What follows belongs to an exercise in optimizing a design on an open flow for small area, a short achievable clock period and few clock cycles per item; a production flow would make more cautious choices. Only simulation tests tie the RTL to the original design; equivalence was not proved.

Setup of before:
## sha256_stream_core
module sha256_stream_core (
    input  logic         clk,
    input  logic         rst,
    input  logic         valid_in,
    output logic         ready_in,
    input  logic         first_in,
    input  logic         last_in,
    input  logic [511:0] data_in,
    output logic [255:0] data_out,
    output logic         valid_out,
    output logic         busy
);
    localparam logic [31:0] IV0 = 32'h6a09e667;
    localparam logic [31:0] IV1 = 32'hbb67ae85;
    localparam logic [31:0] IV2 = 32'h3c6ef372;
    localparam logic [31:0] IV3 = 32'ha54ff53a;
    localparam logic [31:0] IV4 = 32'h510e527f;
    localparam logic [31:0] IV5 = 32'h9b05688c;
    localparam logic [31:0] IV6 = 32'h1f83d9ab;
    localparam logic [31:0] IV7 = 32'h5be0cd19;
    localparam logic [31:0] K0  = 32'h428a2f98;
    localparam logic [31:0] Y_IV = IV7 + K0;         
    localparam logic [31:0] Z_IV = IV3 + IV7 + K0;   
    function automatic logic [31:0] k_next(input logic [5:0] idx);
        case (idx)
            6'd0: k_next = 32'h71374491;
            6'd1: k_next = 32'hb5c0fbcf;
            6'd2: k_next = 32'he9b5dba5;
            6'd3: k_next = 32'h3956c25b;
            6'd4: k_next = 32'h59f111f1;
            6'd5: k_next = 32'h923f82a4;
            6'd6: k_next = 32'hab1c5ed5;
            6'd7: k_next = 32'hd807aa98;
            6'd8: k_next = 32'h12835b01;
            6'd9: k_next = 32'h243185be;
            6'd10: k_next = 32'h550c7dc3;
            6'd11: k_next = 32'h72be5d74;
            6'd12: k_next = 32'h80deb1fe;
            6'd13: k_next = 32'h9bdc06a7;
            6'd14: k_next = 32'hc19bf174;
            6'd15: k_next = 32'he49b69c1;
            6'd16: k_next = 32'hefbe4786;
            6'd17: k_next = 32'h0fc19dc6;
            6'd18: k_next = 32'h240ca1cc;
            6'd19: k_next = 32'h2de92c6f;
  ...
For scale: ~6800 cells after synthesis, roughly 1300 flip-flops, ~780 I/O pins, about 0.069 mm² of cells after synthesis.
Settings: LEC_CHECK=0, CAP_MARGIN=10, CORE_MARGIN=2, CORE_UTILIZATION=40, CTS_BUF_LIST=sky130_fd_sc_hd__clkbuf_8, CTS_CLUSTER_DIAMETER=60, CTS_CLUSTER_SIZE=12, GPL_ROUTABILITY_DRIVEN=0, SETUP_SLACK_MARGIN=3.5, SLEW_MARGIN=10, TNS_END_PERCENT=1; clock period 8.0 ns.
standard.sh (not shown) runs the stock make flow with config.mk's settings and CLKGATE_MAP_FILE= SYNTH_SCRIPT=/design/flow/synth_recipe.tcl, a recipe that flattens the netlist after the stock synthesis.
==> flow/flow/run.sh <==
#!/bin/bash
set -o pipefail
export BUFFER_PORTS_ARGS="-buffer_cell sky130_fd_sc_hd__buf_1"
bash standard.sh > standard_flow.log 2>&1
Testbench counts of before, summed over its fixed seeds: cycles 16,208, blocks 253.
Relative to before, the following input files were edited for after:
- GPL_ROUTABILITY_DRIVEN no longer set, was 0
- CORE_UTILIZATION now 47, was 40
### Flow results
- before has a lower met2 global-route usage than after.
- Diff before -> after: starting density of the core has increased; die area shrank by 0.026 mm²; proportion of cell area spent on the clock network closely matched the old numbers; arrival time of data at the critical path endpoint rose by 40 ps.
- Between before and after, the difference in met3 capacity usage during global routing is negligible.
- Going from before to after, routed wire length shows an increase of 6.8%; cell area shows a reduction of 0.0013 mm².

== run 1 ==
sha256_stream_core, a different RTL version from the one above (not shown whole).
For scale: roughly 7500 cells after synthesis, roughly 1300 flip-flops.
## sha256_stream_core
module sha256_stream_core (
    input  logic         clk,
    input  logic         rst,
    input  logic         valid_in,
    output logic         ready_in,
    input  logic         first_in,
    input  logic         last_in,
    input  logic [511:0] data_in,
    output logic [255:0] data_out,
    output logic         valid_out,
    output logic         busy
);
    localparam logic [31:0] IV0 = 32'h6a09e667;
    localparam logic [31:0] IV1 = 32'hbb67ae85;
    localparam logic [31:0] IV2 = 32'h3c6ef372;
    localparam logic [31:0] IV3 = 32'ha54ff53a;
    localparam logic [31:0] IV4 = 32'h510e527f;
    localparam logic [31:0] IV5 = 32'h9b05688c;
    localparam logic [31:0] IV6 = 32'h1f83d9ab;
    localparam logic [31:0] IV7 = 32'h5be0cd19;
    localparam logic [31:0] K0  = 32'h428a2f98;
    localparam logic [31:0] Y_IV = IV7 + K0;         
    localparam logic [31:0] Z_IV = IV3 + IV7 + K0;   
    function automatic logic [31:0] k_next(input logic [5:0] idx);
        case (idx)
            6'd0: k_next = 32'h71374491;
            6'd1: k_next = 32'hb5c0fbcf;
            6'd2: k_next = 32'he9b5dba5;
            6'd3: k_next = 32'h3956c25b;
            6'd4: k_next = 32'h59f111f1;
            6'd5: k_next = 32'h923f82a4;
            6'd6: k_next = 32'hab1c5ed5;
            6'd7: k_next = 32'hd807aa98;
            6'd8: k_next = 32'h12835b01;
            6'd9: k_next = 32'h243185be;
            6'd10: k_next = 32'h550c7dc3;
            6'd11: k_next = 32'h72be5d74;
            6'd12: k_next = 32'h80deb1fe;
            6'd13: k_next = 32'h9bdc06a7;
  ...
export LEC_CHECK = 0
export CAP_MARGIN = 20
export CORE_MARGIN = 2
export CORE_UTILIZATION = 40
export SETUP_SLACK_MARGIN = 4.5
export SLEW_MARGIN = 20
create_clock -name core_clock -period 8.0 [get_ports {clk}]
Scripts as last shown in full above: flow/flow/run.sh
Run 1 went all the way through synthesis, placement and routing and the layout is clean on timing, DRC and antenna.
Testbench counts of run 1, summed over its fixed seeds: cycles 16,208, blocks 253.
Modified inputs, run 2 compared to run 1
- swapping 4.5 for 5 in SETUP_SLACK_MARGIN
Notes after the runs:
Run 2: highest attainable clock frequency is about 1.1% lower than what run 1 reported.
Taking run 1 as the reference, in run 2 final-layout clock buffer total fell 21, post-cts resize count rose 260, antenna diode count fell 5.
For sequential cell area, run 2 and run 1 come out practically identical.
## Diff of input files: run 3 against run 2
- swapping 5 for 3.5 in SETUP_SLACK_MARGIN
--- outcome ---
The routability congestion estimate number comes out higher for run 3 vs run 2. Measured against each other, run 2 and run 3 differ in first-pass GRT wire length, the lower figure coming from run 3. In run 3 the worst setup slack turned out 0.087 ns lower than in run 2. On run 3: iteration count of the initial detailed-routing pass is 2 higher than what run 2 gave. Count of clock-buffer cells in the layout: run 2 and run 3 compared, higher one is run 3. Run 2 → run 3: register share of the cell area has increased; top achievable clock speed decreased by 1.8% relative to the old numbers; count of nets after finishing dropped 521.
Edits applied to the flow inputs when going from run 3 to run 4:
- swapping 3.5 for 4.5 in SETUP_SLACK_MARGIN
==> flow/run.sh (new file) <==
#!/bin/bash
# synth_recipe.tcl (not shown) runs the flow's synth.tcl, then flattens the netlist and writes it again
# the make line also repeats each setting of config.mk as NAME=value (left out here)
make -C /OpenROAD-flow-scripts/flow DESIGN_CONFIG=/design/flow/config.mk WORK_HOME=/design/flow/orfs CLKGATE_MAP_FILE= SYNTH_SCRIPT=/design/flow/synth_recipe.tcl finish
removed: flow/flow/run.sh
removed: flow/standard.sh
--- outcome ---
- Number of detailed-route iterations in the first pass: run 4 and run 3 compared, lower one is run 4
- Clock buffer count in the final layout: run 4 > run 3
- Row buffer share of cell area: run 4 higher / run 3 lower
- Looking at run 4 and run 3, the placed instance count is a wash.
- Run 4 vs run 3, slowest cell on the critical path: sky130_fd_sc_hd__fa_1 vs sky130_fd_sc_hd__fa_2
- Comparing run 4 and run 3, the lower worst setup slack was measured on run 3.
- Worst setup path startpoint = e_q[18]: run 3; worst setup path startpoint = a_q[8]: run 4
- Run 3 has a higher insertion delay to the later sink of the worst-skew pair than run 4.

## run a
RTL: one of the versions met above, not the one the previous note started from.
Size in the first run: ~6800 cells after synthesis, roughly 1300 flip-flops, ~780 I/O pins.
clock: 8.0 ns
lec_check: 0
cap_margin: 10
core_margin: 2
core_utilization: 40
cts_buf_list: sky130_fd_sc_hd__clkbuf_8
cts_cluster_diameter: 60
cts_cluster_size: 12
setup_slack_margin: 3.75
slew_margin: 10
tns_end_percent: 1
==> flow/flow/run.sh <==
#!/bin/bash
set -o pipefail
export BUFFER_PORTS_ARGS="-buffer_cell sky130_fd_sc_hd__buf_1"
bash standard.sh > standard_flow.log 2>&1
Run a: flow completed, timing, DRC and antenna clean
Testbench counts of run a, summed over its fixed seeds: cycles 16,208, blocks 253.
Inputs modified between run a and run b:
==> flow/run.sh (new file) <==
#!/bin/bash
# synth_recipe.tcl (not shown) runs the flow's synth.tcl, then flattens the netlist and writes it again
# the make line also repeats each setting of config.mk as NAME=value (left out here)
make -C /OpenROAD-flow-scripts/flow DESIGN_CONFIG=/design/flow/config.mk WORK_HOME=/design/flow/orfs CLKGATE_MAP_FILE= SYNTH_SCRIPT=/design/flow/synth_recipe.tcl finish
-- flow/config.mk --
<<< run a, line 8
export CAP_MARGIN = 10
>>> run b, line 8
export CAP_MARGIN = 20
<<< run a, line 11
export CTS_BUF_LIST = sky130_fd_sc_hd__clkbuf_8
export CTS_CLUSTER_DIAMETER = 60
export CTS_CLUSTER_SIZE = 12
export SETUP_SLACK_MARGIN = 3.75
export SLEW_MARGIN = 10
export TNS_END_PERCENT = 1
>>> run b, line 11
export SETUP_SLACK_MARGIN = 4.5
export SLEW_MARGIN = 20
removed: flow/flow/run.sh
removed: flow/standard.sh
Findings:
- Against run a, run b reports a worst hold slack that is higher.
- Run a → run b: setup slack went up by 0.089 ns.
- Reported for run b and run a, total I/O pin count turned out identical to the last digit.
- Run b — via count of the first global-routing pass 3.3% higher, run a as reference
- Run b vs. run a: share of the clock period used by the worst path after layout went down by 1.1 points.
- Largest incremental delay on the critical path, run b and run a: smaller value in run b
- Share of final-layout standard cells stronger than drive strength 1: run b vs run a up 14 points

## build 49
Another version of the RTL of sha256_stream_core (not shown whole).
Size in the first run: roughly 1,300 flip-flops, roughly 780 I/O pins, roughly 0.067 mm² of cells after synthesis.
export LEC_CHECK = 0
export CAP_MARGIN = 20
export CORE_MARGIN = 2
export CORE_UTILIZATION = 40
export SETUP_SLACK_MARGIN = 3.0
export SLEW_MARGIN = 20
create_clock -name core_clock -period 8.0 [get_ports {clk}]
==> flow/flow/run.sh <==
#!/bin/bash
set -o pipefail
export BUFFER_PORTS_ARGS="-buffer_cell sky130_fd_sc_hd__buf_1"
bash standard.sh > standard_flow.log 2>&1
Testbench counts of build 49, summed over its fixed seeds: cycles 16,208, blocks 253.
Relative to build 49, the following input files were edited for build 38:
Settings: SETUP_SLACK_MARGIN: 3.0 -> 4.5.
--- outcome ---
Build 49 vs build 38, destination of the critical timing path: a_q[28] vs ha_q[0][16]
Changes observed in build 38 relative to build 49: worst slack on hold paths now sits lower; final standard cell area without fillers climbed 14%; share of final layout cell area taken by clock buffers and inverters went down 0.63 points; sequential share of layout area went down by 4.5 points.
[compare] base=build 49 new=build 38: total stage count of the critical path now sits higher; final worst-path cycle share now sits lower; global-route wire length before repair now sits higher.
Inputs modified between build 38 and build 10:
Settings: changing SETUP_SLACK_MARGIN from 4.5 to 2.0.
Notes after the runs:
Per the comparison of build 10 with build 38, maximum single-stage delay on the critical path went up 0.11 ns, number of placed instances, taps included roughly the same.
Compared with build 38, build 10 shows a higher sequential fraction of total cell area.
Of build 38 and build 10, the lower source-to-sink clock delay at the later pin of the worst-skew pair belongs to build 38.
Proportion of final cell area spent on non-clock buffers in build 10 vs build 38: down 5.9 points
Final cell count ended up 5.4% lower on build 10 than on build 38.
base_iv_q as the startpoint of the worst setup timing path was reported by build 10, and a_q[5] by build 38.
Final setup slack of the worst path, build 38 and build 10: lower on build 10
> inputs changed (build 10 -> build 75)
Settings: SETUP_SLACK_MARGIN changed from 2.0 to 2.5.
The core utilization was comparable across build 75 and build 10.
The number of enable-type register cells in the synthesized netlist on build 10 is in line with that on build 75.
From build 75 to build 10, sequential cell count did not move at all.
The launching instance or port of the critical path comes out a_q[0] in one run and base_iv_q in the other, namely in build 75 and build 10 respectively.
On async set or reset register ratio after synthesis, build 10 tracks build 75 almost exactly.
Build 75: wire length of the first global-routing pass is about 4% lower than what build 10 reported.
Taking build 10 as the reference point, the arrival time at the worst endpoint of build 75 falls by 0.45 ns.
Area of all placed cells without fillers across build 75 and build 10: no real change.
Taking build 10 as the reference, in build 75 via count now sits lower, layout overhead on the synthesized area now sits higher.

RTL: one of the versions met above, not the one the previous note started from.
Size in the first run: ~1300 flip-flops, roughly 780 I/O pins.
clock: 8.0 ns
lec_check: 0
cap_margin: 10
core_margin: 2
core_utilization: 40
cts_buf_list: sky130_fd_sc_hd__clkbuf_8
cts_cluster_diameter: 60
cts_cluster_size: 12
setup_slack_margin: 3.5
slew_margin: 10
tns_end_percent: 1
run.sh (not shown) runs the stock make flow with config.mk's settings and CLKGATE_MAP_FILE= SYNTH_SCRIPT=/design/flow/synth_recipe.tcl, a recipe that flattens the netlist after the stock synthesis.
Stock flow here: none of the scripts above is used.
Testbench counts at the start, summed over its fixed seeds: cycles 16,208, blocks 253.
Change:
==> flow/flow/run.sh (new file) <==
#!/bin/bash
set -o pipefail
export BUFFER_PORTS_ARGS="-buffer_cell sky130_fd_sc_hd__buf_1"
bash standard.sh > standard_flow.log 2>&1
==> flow/standard.sh (new file) <==
#!/bin/bash
# synth_recipe.tcl (not shown) runs the flow's synth.tcl, then flattens the netlist and writes it again
# the make line also repeats each setting of config.mk as NAME=value (left out here)
make -C /OpenROAD-flow-scripts/flow DESIGN_CONFIG=/design/flow/config.mk WORK_HOME=/design/flow/orfs CLKGATE_MAP_FILE= SYNTH_SCRIPT=/design/flow/synth_recipe.tcl "${@:-finish}"
CAP_MARGIN = 20   (was 10)
SLEW_MARGIN = 20   (was 10)
TNS_END_PERCENT = 5   (was 1)
removed: flow/run.sh
What happened: Die area stays the same. Utilization drops by 2.2 points. Synthesized area does not change. Flip-flop and latch count stays the same. Via count climbs by 0.94%. Cell area drops by 4.5%.
Change:
CAP_MARGIN = 10   (was 20)
SETUP_SLACK_MARGIN = 3.25   (was 3.5)
SLEW_MARGIN = 10   (was 20)
TNS_END_PERCENT = 1   (was 5)
After rerunning: Worst setup slack loses 0.20 ns; wire length goes up by about 2%; sequential share of layout area goes up by 0.93 points; first-iteration DRC count fell by 3.6%.

sha256_stream_core again, from the RTL that the note above started with.
Settings: LEC_CHECK=0, CAP_MARGIN=10, CORE_MARGIN=2, CORE_UTILIZATION=40, CTS_BUF_LIST=sky130_fd_sc_hd__clkbuf_8, CTS_CLUSTER_DIAMETER=60, CTS_CLUSTER_SIZE=12, SETUP_SLACK_MARGIN=3.5, SLEW_MARGIN=10, TNS_END_PERCENT=5; clock period 8.0 ns.
standard.sh (not shown) runs the stock make flow with config.mk's settings and CLKGATE_MAP_FILE= SYNTH_SCRIPT=/design/flow/synth_recipe.tcl, a recipe that flattens the netlist after the stock synthesis.
==> flow/flow/run.sh <==
#!/bin/bash
set -o pipefail
export BUFFER_PORTS_ARGS="-buffer_cell sky130_fd_sc_hd__buf_1"
bash standard.sh > standard_flow.log 2>&1
Testbench counts at the start, summed over its fixed seeds: cycles 16,208, blocks 253.
Edit:
CAP_MARGIN = 20   (was 10)
SLEW_MARGIN = 20   (was 10)
TNS_END_PERCENT = unset   (was 5)
Result: Wire length rises by a few percent; worst hold slack got worse by 0.0090 ns; synthesized area does not change.

Starting RTL as in the previous note.
clock: 8.0 ns
lec_check: 0
cap_margin: 20
core_margin: 2
core_utilization: 40
cts_buf_list: sky130_fd_sc_hd__clkbuf_8
cts_cluster_diameter: 60
cts_cluster_size: 12
place_density: 0.75
setup_slack_margin: 3.5
slew_margin: 20
tns_end_percent: 5
Scripts as last shown in full above: flow/flow/run.sh
The baseline went through all stages and came out clean.
Testbench counts at the start, summed over its fixed seeds: cycles 16,208, blocks 253.
Rerun with:
- PLACE_DENSITY: 0.75 -> unset
- SETUP_SLACK_MARGIN: 3.5 -> 3.0
Via count came out lower by 0.84%.
Hold slack improved by 0.024 ns.
Die area is unchanged.
Rerun with:
- SETUP_SLACK_MARGIN: 3.0 -> 4.0
=> The changed run completed without violations. Global-route usage increases by 0.82 points. Fmax increases by about 9%. Final cell count increases by 1.3%. Sequential share of layout area decreases by 1.4 points. Die area stays the same. Worst hold slack is worse by 0.0095 ns. Utilization increases by 1.9 points. Non-clock buffer count increases by 127. Area after synthesis is unchanged.
Rerun with:
- SETUP_SLACK_MARGIN: 4.0 -> 3.5
- TNS_END_PERCENT: 5 -> 1
What happened: Non-clock buffer count decreases by 78. Design area is lower by 2.4%. Worst setup slack gains 0.025 ns. First-iteration DRC count rose by 16%. Die area is unchanged.
Rerun with:
--- a/flow/flow/run.sh
+++ b/flow/flow/run.sh
@@ -3,0 +4 @@
+export CTS_ARGS="-sink_clustering_enable -repair_clock_nets -sink_clustering_size 12 -sink_clustering_max_diameter 60 -buf_list sky130_fd_sc_hd__clkbuf_8 -dont_use_dummy_load"
- CAP_MARGIN: 20 -> 10
- SLEW_MARGIN: 20 -> 10
Effect:
- core utilization falls by 0.83 points
- synthesized cell count is unchanged
Rerun with:
==> flow/flow/run.sh (replaced) <==
#!/bin/bash
set -o pipefail
export BUFFER_PORTS_ARGS="-buffer_cell sky130_fd_sc_hd__buf_1"
bash standard.sh > standard_flow.log 2>&1
After rerunning: Flip-flop and latch count does not change; non-clock buffer count is higher by 11; count of clock-buffer cells in the layout rises by 9; clock skew fell by 0.034 ns; worst hold slack gets better by 0.015 ns; routed wire length rose slightly; sequential share of layout area is lower by 0.61 points; final cell count came out higher slightly; area after synthesis is unchanged; global-route usage is about the same.

[afterwards: timing with drivers on the ports]
In the flow no input, the clock included, has a driving cell. The finished layouts below were timed again as built, in two steps.
Step 1, drivers: a clkbuf_16 drives clk and a buf_2 each remaining input, both assumed.
Step 2 moves the port delays by t, midway between the first and last clock arrival at a register: inputs arrive t later, outputs are due t later. That takes back most of the time a late clock gives input paths.
Three values: ideal ports, drivers, drivers and shift; two values: the first two.
run | t (ns) | slack for setup (ns) | worst setup path after step 2 | cell pins on the clock port's net
before | 1.032 | 3.242 / 3.242 / 2.549 | input to register | 1
after | 0.993 | 3.108 / 3.108 / 2.263 | input to register | 1
run 1 | 0.937 | 3.218 / 3.218 / 3.218 | register to register | 1
run 2 | 0.925 | 3.165 / 3.165 / 3.165 | register to register | 1
run 3 | 0.921 | 3.078 / 3.078 / 2.883 | input to register | 1
run 4 | 0.926 | 3.243 / 3.243 / 3.184 | input to register | 1
run a | 1.068 | 3.093 / 3.093 / 2.224 | input to register | 1
run b | 0.881 | 3.182 / 3.182 / 3.182 | register to register | 1
build 49 | 0.870 | 2.837 / 2.837 / 2.380 | input to register | 1
build 38 | 0.881 | 2.979 / 2.979 / 2.979 | register to register | 1
build 10 | 0.903 | 2.168 / 2.168 / 1.958 | input to register | 1
build 75 | 0.895 | 2.607 / 2.607 / 2.499 | input to register | 1
the first run of note 5 | 1.039 | 3.149 / 3.149 / 2.349 | input to register | 1
the second run of note 5 | 1.070 | 3.251 / 3.251 / 2.727 | input to register | 1
the third run of note 5 | 1.069 | 3.053 / 3.053 / 2.371 | input to register | 1
the first run of note 6 | 1.086 | 3.258 / 3.258 / 2.558 | input to register | 1
the second run of note 6 | 1.038 | 3.255 / 3.255 / 2.611 | input to register | 1
the first run of note 7 | 1.014 | 3.014 / 3.014 / 2.583 | input to register | 1
the second run of note 7 | 1.054 | 2.804 / 2.804 / 2.124 | input to register | 1
the third run of note 7 | 1.062 | 3.232 / 3.232 / 2.487 | input to register | 1
the fourth run of note 7 | 1.070 | 3.257 / 3.257 / 2.655 | input to register | 1
the fifth run of note 7 | 1.032 | 3.181 / 3.181 / 2.668 | input to register | 1
the sixth run of note 7 | 1.041 | 3.228 / 3.228 / 2.764 | input to register | 1
After both steps setup and hold are still met in every run listed. For run a, which loses most, drivers alone change the setup slack by 0.000 ns; drivers and shift together by -0.869 ns.
